From an optimization exercise on the open Yosys and OpenROAD flow, aimed at small area, a short achievable clock period and few clock cycles; shortcuts taken in it are not production practice.
Where RTL was checked, it was by simulation tests only, not by an equivalence proof against the original.
Power and IR drop assume default switching activity.

==> flow/design.v <==
`timescale 1ns/1ns
module chip8_cpu (
    input  logic        clk,
    input  logic        reset_i,
    output logic        mem_rd_valid_o,
    output logic [11:0] mem_rd_addr_o,
    input  logic        mem_rd_ready_i,
    input  logic [7:0]  mem_rd_data_i,
    output logic        mem_wr_valid_o,
    output logic [19:0] mem_wr_o,
    input  logic        mem_wr_ready_i
);
    logic [11:0] ra_q;
    logic        rv_q;
    logic [7:0]  hb_q;
    logic [11:1] st_q [0:15];
    logic [3:0]  sp_q;             
    logic        irv_q;
    logic [11:0] ir_q;
    logic [7:0]  ox_q, oy_q;       
    logic        d_wx, d_wf;       
    logic [2:0]  d_rs;             
    logic        d_addk, d_subx, d_suby;
    logic        d_skip, d_skne, d_skvy;
    logic        d_jv0, d_ldi, d_addi, d_bcd, d_blk;
    logic [7:0]  v_q [0:15];
    logic [11:0] i_q;
    logic        wv_q;
    logic [11:0] wa_q;
    logic [7:0]  wd_q;
    logic [11:0] na_q;             
    logic        blk_q;            
    logic        pend_q;
    logic [3:0]  idx_q;
    logic [3:0]  last_q;
    logic [7:0]  bv_q;             
    logic [11:1] ra_inc;
    logic [3:0]  x;
    logic [7:0]  kk;
    logic [11:0] nnn;
    assign x   = ir_q[11:8];
    assign kk  = ir_q[7:0];
    assign nnn = ir_q[11:0];
    logic [7:0] add_a, add_b;
    logic [9:0] add_s;
    assign add_a = d_subx ? ~ox_q : ox_q;
    assign add_b = d_addk ? kk : d_suby ? ~oy_q : oy_q;
    assign add_s = {1'b0, add_a, 1'b1} + {1'b0, add_b, d_subx || d_suby};
    logic [7:0] res;
    logic       flag;
    always_comb begin
        case (d_rs)
            3'd0:    res = kk;
            3'd1:    res = add_s[8:1];
            3'd2:    res = oy_q;
            3'd3:    res = ox_q | oy_q;
            3'd4:    res = ox_q & oy_q;
            3'd5:    res = ox_q ^ oy_q;
            3'd6:    res = {1'b0, ox_q[7:1]};
            default: res = {ox_q[6:0], 1'b0};
        endcase
        case (d_rs)
            3'd6:    flag = ox_q[0];
            3'd7:    flag = ox_q[7];
            default: flag = add_s[9];
        endcase
    end
    logic skip;
    assign skip = d_skip && ((ox_q == (d_skvy ? oy_q : kk)) ^ d_skne);
    logic d_store, hazard, e_hold, e_done, e_redir;
    logic [11:1] e_tgt;
    assign d_store = d_bcd || d_blk;
    assign hazard  = pend_q && blk_q &&
                     ((d_wx && (x >= idx_q) && (x <= last_q)) || (d_wf && (last_q == 4'hF)));
    assign e_hold  = (d_store && pend_q) || hazard;
    assign e_done  = irv_q && !e_hold;
    assign e_redir = e_done && (skip || d_jv0);
    always_comb begin
        if (d_skip) e_tgt = ra_inc;
        else        e_tgt = nnn[11:1] + {4'd0, v_q[0][7:1]} + {10'd0, nnn[0] & v_q[0][0]};
    end
    always_ff @(posedge clk) begin
        if (e_done) begin
            if (d_wx) v_q[x] <= res;
            if (d_wf) v_q[15] <= {7'd0, flag};
        end
    end
    logic [12:0] i_sum;
    assign i_sum = {i_q, 1'b1} + {4'd0, d_blk ? {4'd0, x} : ox_q, d_blk};
    always_ff @(posedge clk) begin
        if (reset_i)
            i_q <= 12'd0;
        else if (e_done) begin
            if (d_ldi)            i_q <= nnn;
            if (d_addi || d_blk)  i_q <= i_sum[12:1];
        end
    end
    logic [7:0] lb;
    logic [3:0] op, n;
    assign lb = mem_rd_data_i;
    assign op = hb_q[7:4];
    assign n  = lb[3:0];
    logic lo_call, lo_jump, lo_ret;
    assign lo_call = (op == 4'h2);
    assign lo_jump = (op == 4'h1) || lo_call;
    assign lo_ret  = (hb_q == 8'h00) && (lb == 8'hEE);
    assign ra_inc  = ra_q[11:1] + 11'd1;
    logic lo_ok, lo_fire, hi_fire, lo_take;
    assign lo_ok   = !irv_q || (!d_wx && !d_wf && !(d_store && pend_q));
    assign hi_fire = mem_rd_ready_i && !ra_q[0];
    assign lo_fire = mem_rd_ready_i && ra_q[0] && lo_ok;
    assign lo_take = lo_fire && !e_redir;
    logic       port_fetch;
    logic [7:0] port;
    assign port_fetch = ra_q[0] && lo_ok && ((op == 4'h5) || (op == 4'h8) || (op == 4'h9));
    assign port       = v_q[port_fetch ? lb[7:4] : idx_q];
    logic       n_wx, n_wf, n_addk, n_subx, n_suby, n_skip, n_skne, n_skvy;
    logic       n_jv0, n_ldi, n_addi, n_bcd, n_blk;
    logic [2:0] n_rs;
    always_comb begin
        n_wx   = 1'b0;
        n_wf   = 1'b0;
        n_rs   = 3'd1;
        n_addk = (op == 4'h7);
        n_subx = (op == 4'h8) && (n == 4'h7);
        n_suby = (op == 4'h8) && (n == 4'h5);
        n_skip = (op == 4'h3) || (op == 4'h4) ||
                 (((op == 4'h5) || (op == 4'h9)) && (n == 4'h0));
        n_skne = (op == 4'h4) || (op == 4'h9);
        n_skvy = (op == 4'h5) || (op == 4'h9);
        n_jv0  = (op == 4'hB);
        n_ldi  = (op == 4'hA);
        n_addi = (op == 4'hF) && (lb == 8'h1E);
        n_bcd  = (op == 4'hF) && (lb == 8'h33);
        n_blk  = (op == 4'hF) && (lb == 8'h55);
        case (op)
            4'h6: begin n_wx = 1'b1; n_rs = 3'd0; end
            4'h7: begin n_wx = 1'b1; n_rs = 3'd1; end
            4'h8: begin
                n_wx = 1'b1;
                case (n)
                    4'h0: n_rs = 3'd2;
                    4'h1: n_rs = 3'd3;
                    4'h2: n_rs = 3'd4;
                    4'h3: n_rs = 3'd5;
                    4'h4, 4'h5, 4'h7: begin n_rs = 3'd1; n_wf = 1'b1; end
                    4'h6: begin n_rs = 3'd6; n_wf = 1'b1; end
                    4'hE: begin n_rs = 3'd7; n_wf = 1'b1; end
                    default: n_wx = 1'b0;
                endcase
            end
            default: ;
        endcase
    end
    always_ff @(posedge clk) begin
        if (reset_i) begin
            ra_q  <= 12'h200;
            rv_q  <= 1'b0;
            irv_q <= 1'b0;
        end else begin
            rv_q <= 1'b1;
            if (e_redir)
                ra_q <= {e_tgt, 1'b0};
            else if (hi_fire)
                ra_q[0] <= 1'b1;
            else if (lo_fire) begin
                if (lo_jump)
                    ra_q <= {hb_q[3:0], lb[7:1], 1'b0};
                else if (lo_ret)
                    ra_q <= {st_q[sp_q], 1'b0};
                else
                    ra_q <= {ra_inc, 1'b0};
            end
            if (e_redir)
                irv_q <= 1'b0;
            else if (lo_fire)
                irv_q <= 1'b1;
            else if (e_done)
                irv_q <= 1'b0;
        end
    end
    always_ff @(posedge clk) begin
        if (hi_fire)
            hb_q <= lb;
        if (lo_fire) begin
            ir_q   <= {hb_q[3:0], lb};
            ox_q   <= v_q[hb_q[3:0]];
            oy_q   <= port;
            d_wx   <= n_wx;
            d_wf   <= n_wf;
            d_rs   <= n_rs;
            d_addk <= n_addk;
            d_subx <= n_subx;
            d_suby <= n_suby;
            d_skip <= n_skip;
            d_skne <= n_skne;
            d_skvy <= n_skvy;
            d_jv0  <= n_jv0;
            d_ldi  <= n_ldi;
            d_addi <= n_addi;
            d_bcd  <= n_bcd;
            d_blk  <= n_blk;
        end
    end
    always_ff @(posedge clk) begin
        if (lo_take && lo_call)
            st_q[sp_q + 4'd1] <= ra_inc;
    end
    always_ff @(posedge clk) begin
        if (reset_i)
            sp_q <= 4'hF;
        else if (lo_take && lo_call)
            sp_q <= sp_q + 4'd1;
        else if (lo_take && lo_ret)
            sp_q <= sp_q - 4'd1;
    end
    logic [7:0] hund, bhund, tens, ones, gbyte;
    assign hund  = (ox_q >= 8'd200) ? 8'd2 : (ox_q >= 8'd100) ? 8'd1 : 8'd0;
    assign bhund = (bv_q >= 8'd200) ? 8'd2 : (bv_q >= 8'd100) ? 8'd1 : 8'd0;
    assign tens  = (bv_q / 8'd10) % 8'd10;
    assign ones  = bv_q % 8'd10;
    assign gbyte = blk_q ? port : (idx_q[1] ? ones : idx_q[0] ? tens : bhund);
    logic w_fire, out_free, issue, gen_go;
    assign w_fire   = wv_q && mem_wr_ready_i;
    assign out_free = !wv_q || mem_wr_ready_i;
    assign issue    = e_done && d_store;
    assign gen_go   = pend_q && out_free && !(blk_q && port_fetch);
    always_ff @(posedge clk) begin
        if (reset_i) begin
            wv_q   <= 1'b0;
            pend_q <= 1'b0;
        end else if (issue) begin
            if (out_free) begin
                wv_q   <= 1'b1;
                pend_q <= d_bcd || (x != 4'h0);
            end else begin
                pend_q <= 1'b1;
            end
        end else if (gen_go) begin
            wv_q   <= 1'b1;
            pend_q <= (idx_q != last_q);
        end else if (w_fire) begin
            wv_q <= 1'b0;
        end
    end
    always_ff @(posedge clk) begin
        if (issue) begin
            blk_q  <= d_blk;
            last_q <= d_bcd ? 4'd2 : x;
            bv_q   <= ox_q;
            if (out_free) begin
                wa_q  <= i_q;
                wd_q  <= d_bcd ? hund : v_q[0];
                idx_q <= 4'd1;
            end else begin
                na_q  <= i_q;
                idx_q <= 4'd0;
            end
        end else if (gen_go) begin
            wa_q  <= (idx_q == 4'd0) ? na_q : wa_q + 12'd1;
            wd_q  <= gbyte;
            idx_q <= idx_q + 4'd1;
        end
    end
    assign mem_rd_valid_o = rv_q;
    assign mem_rd_addr_o  = ra_q;
    assign mem_wr_valid_o = wv_q;
    assign mem_wr_o       = {wa_q, wd_q};
endmodule
clock: 7.0 ns
lec_check: 0
abc_area: 1
cap_margin: 20
core_margin: 2
core_utilization: 40
place_density: 0.6
setup_slack_margin: 4.0
slew_margin: 20
run.sh (not shown) runs the stock make flow with config.mk's settings and CLKGATE_MAP_FILE= SYNTH_SCRIPT=/design/flow/synth_recipe.tcl, a recipe that flattens the netlist after the stock synthesis.
The starting point finished clean.
Change:
--- a/flow/design.v
+++ b/flow/design.v
@@ -103,15 +103,14 @@
     logic lo_call, lo_jump, lo_ret;
     assign lo_call = (op == 4'h2);
     assign lo_jump = (op == 4'h1) || lo_call;
     assign lo_ret  = (hb_q == 8'h00) && (lb == 8'hEE);
     assign ra_inc  = ra_q[11:1] + 11'd1;
-    logic lo_ok, lo_fire, hi_fire, lo_take;
+    logic lo_ok, lo_fire, hi_fire;
     assign lo_ok   = !irv_q || (!d_wx && !d_wf && !(d_store && pend_q));
     assign hi_fire = mem_rd_ready_i && !ra_q[0];
     assign lo_fire = mem_rd_ready_i && ra_q[0] && lo_ok;
-    assign lo_take = lo_fire && !e_redir;
     logic       port_fetch;
     logic [7:0] port;
     assign port_fetch = ra_q[0] && lo_ok && ((op == 4'h5) || (op == 4'h8) || (op == 4'h9));
     assign port       = v_q[port_fetch ? lb[7:4] : idx_q];
     logic       n_wx, n_wf, n_addk, n_subx, n_suby, n_skip, n_skne, n_skvy;
@@ -169,13 +168,11 @@
                 else if (lo_ret)
                     ra_q <= {st_q[sp_q], 1'b0};
                 else
                     ra_q <= {ra_inc, 1'b0};
             end
-            if (e_redir)
-                irv_q <= 1'b0;
-            else if (lo_fire)
+            if (lo_fire)
                 irv_q <= 1'b1;
             else if (e_done)
                 irv_q <= 1'b0;
         end
     end
@@ -201,19 +198,19 @@
             d_bcd  <= n_bcd;
             d_blk  <= n_blk;
         end
     end
     always_ff @(posedge clk) begin
-        if (lo_take && lo_call)
+        if (lo_fire && lo_call)
             st_q[sp_q + 4'd1] <= ra_inc;
     end
     always_ff @(posedge clk) begin
         if (reset_i)
             sp_q <= 4'hF;
-        else if (lo_take && lo_call)
+        else if (lo_fire && lo_call)
             sp_q <= sp_q + 4'd1;
-        else if (lo_take && lo_ret)
+        else if (lo_fire && lo_ret)
             sp_q <= sp_q - 4'd1;
     end
     logic [7:0] hund, bhund, tens, ones, gbyte;
     assign hund  = (ox_q >= 8'd200) ? 8'd2 : (ox_q >= 8'd100) ? 8'd1 : 8'd0;
     assign bhund = (bv_q >= 8'd200) ? 8'd2 : (bv_q >= 8'd100) ? 8'd1 : 8'd0;
What happened: Utilization went down by 1.1 points; cell area went down by about 3.2%; total power went up by 0.35%; via count went down by about 2.2%; clock power went up by about 2%; synthesized area barely changes; cell count went down by about 1.3%; worst hold slack got worse by 11 ps; first-iteration DRC count went down by 3.6%; clock skew went up by 7.7 ps; routed wire length went down by 5.0%; global-route usage went down by 0.89 points.
Testbench counts after the change, summed over its fixed seeds: cycles 56,560.
For the first run of this note, only the layout was checked, not whether the RTL still works.

## afterwards: timing with drivers on the ports
The results above use ideal ports. As a check the final layouts listed here were re-extracted and re-timed, cells and wires unchanged.
Step 1 (the two cells are an assumption about what drives the block):
set clk [get_ports {clk}]
set_driving_cell -lib_cell sky130_fd_sc_hd__clkbuf_16 $clk
set_driving_cell -lib_cell sky130_fd_sc_hd__buf_2 [delete_from_list [all_inputs] $clk]
Step 2 also shifts input and output timing later by t, the mid clock arrival at the registers, as if the neighbouring blocks saw the same clock.
Slacks: ideal / step 1 / step 2; pairs: ideal / step 1.
run	t, ns	setup slack, ns	clock arrival spread, ns
the first run	0.639	3.605 / 3.605 / 3.097	0.042 / 0.042
the second run	0.649	3.620 / 3.620 / 3.153	0.047 / 0.047
After both steps every run listed still meets setup and hold. The setup slack of the first run, which loses most, moves by 0.000 ns with the drivers and by -0.508 ns with both steps.
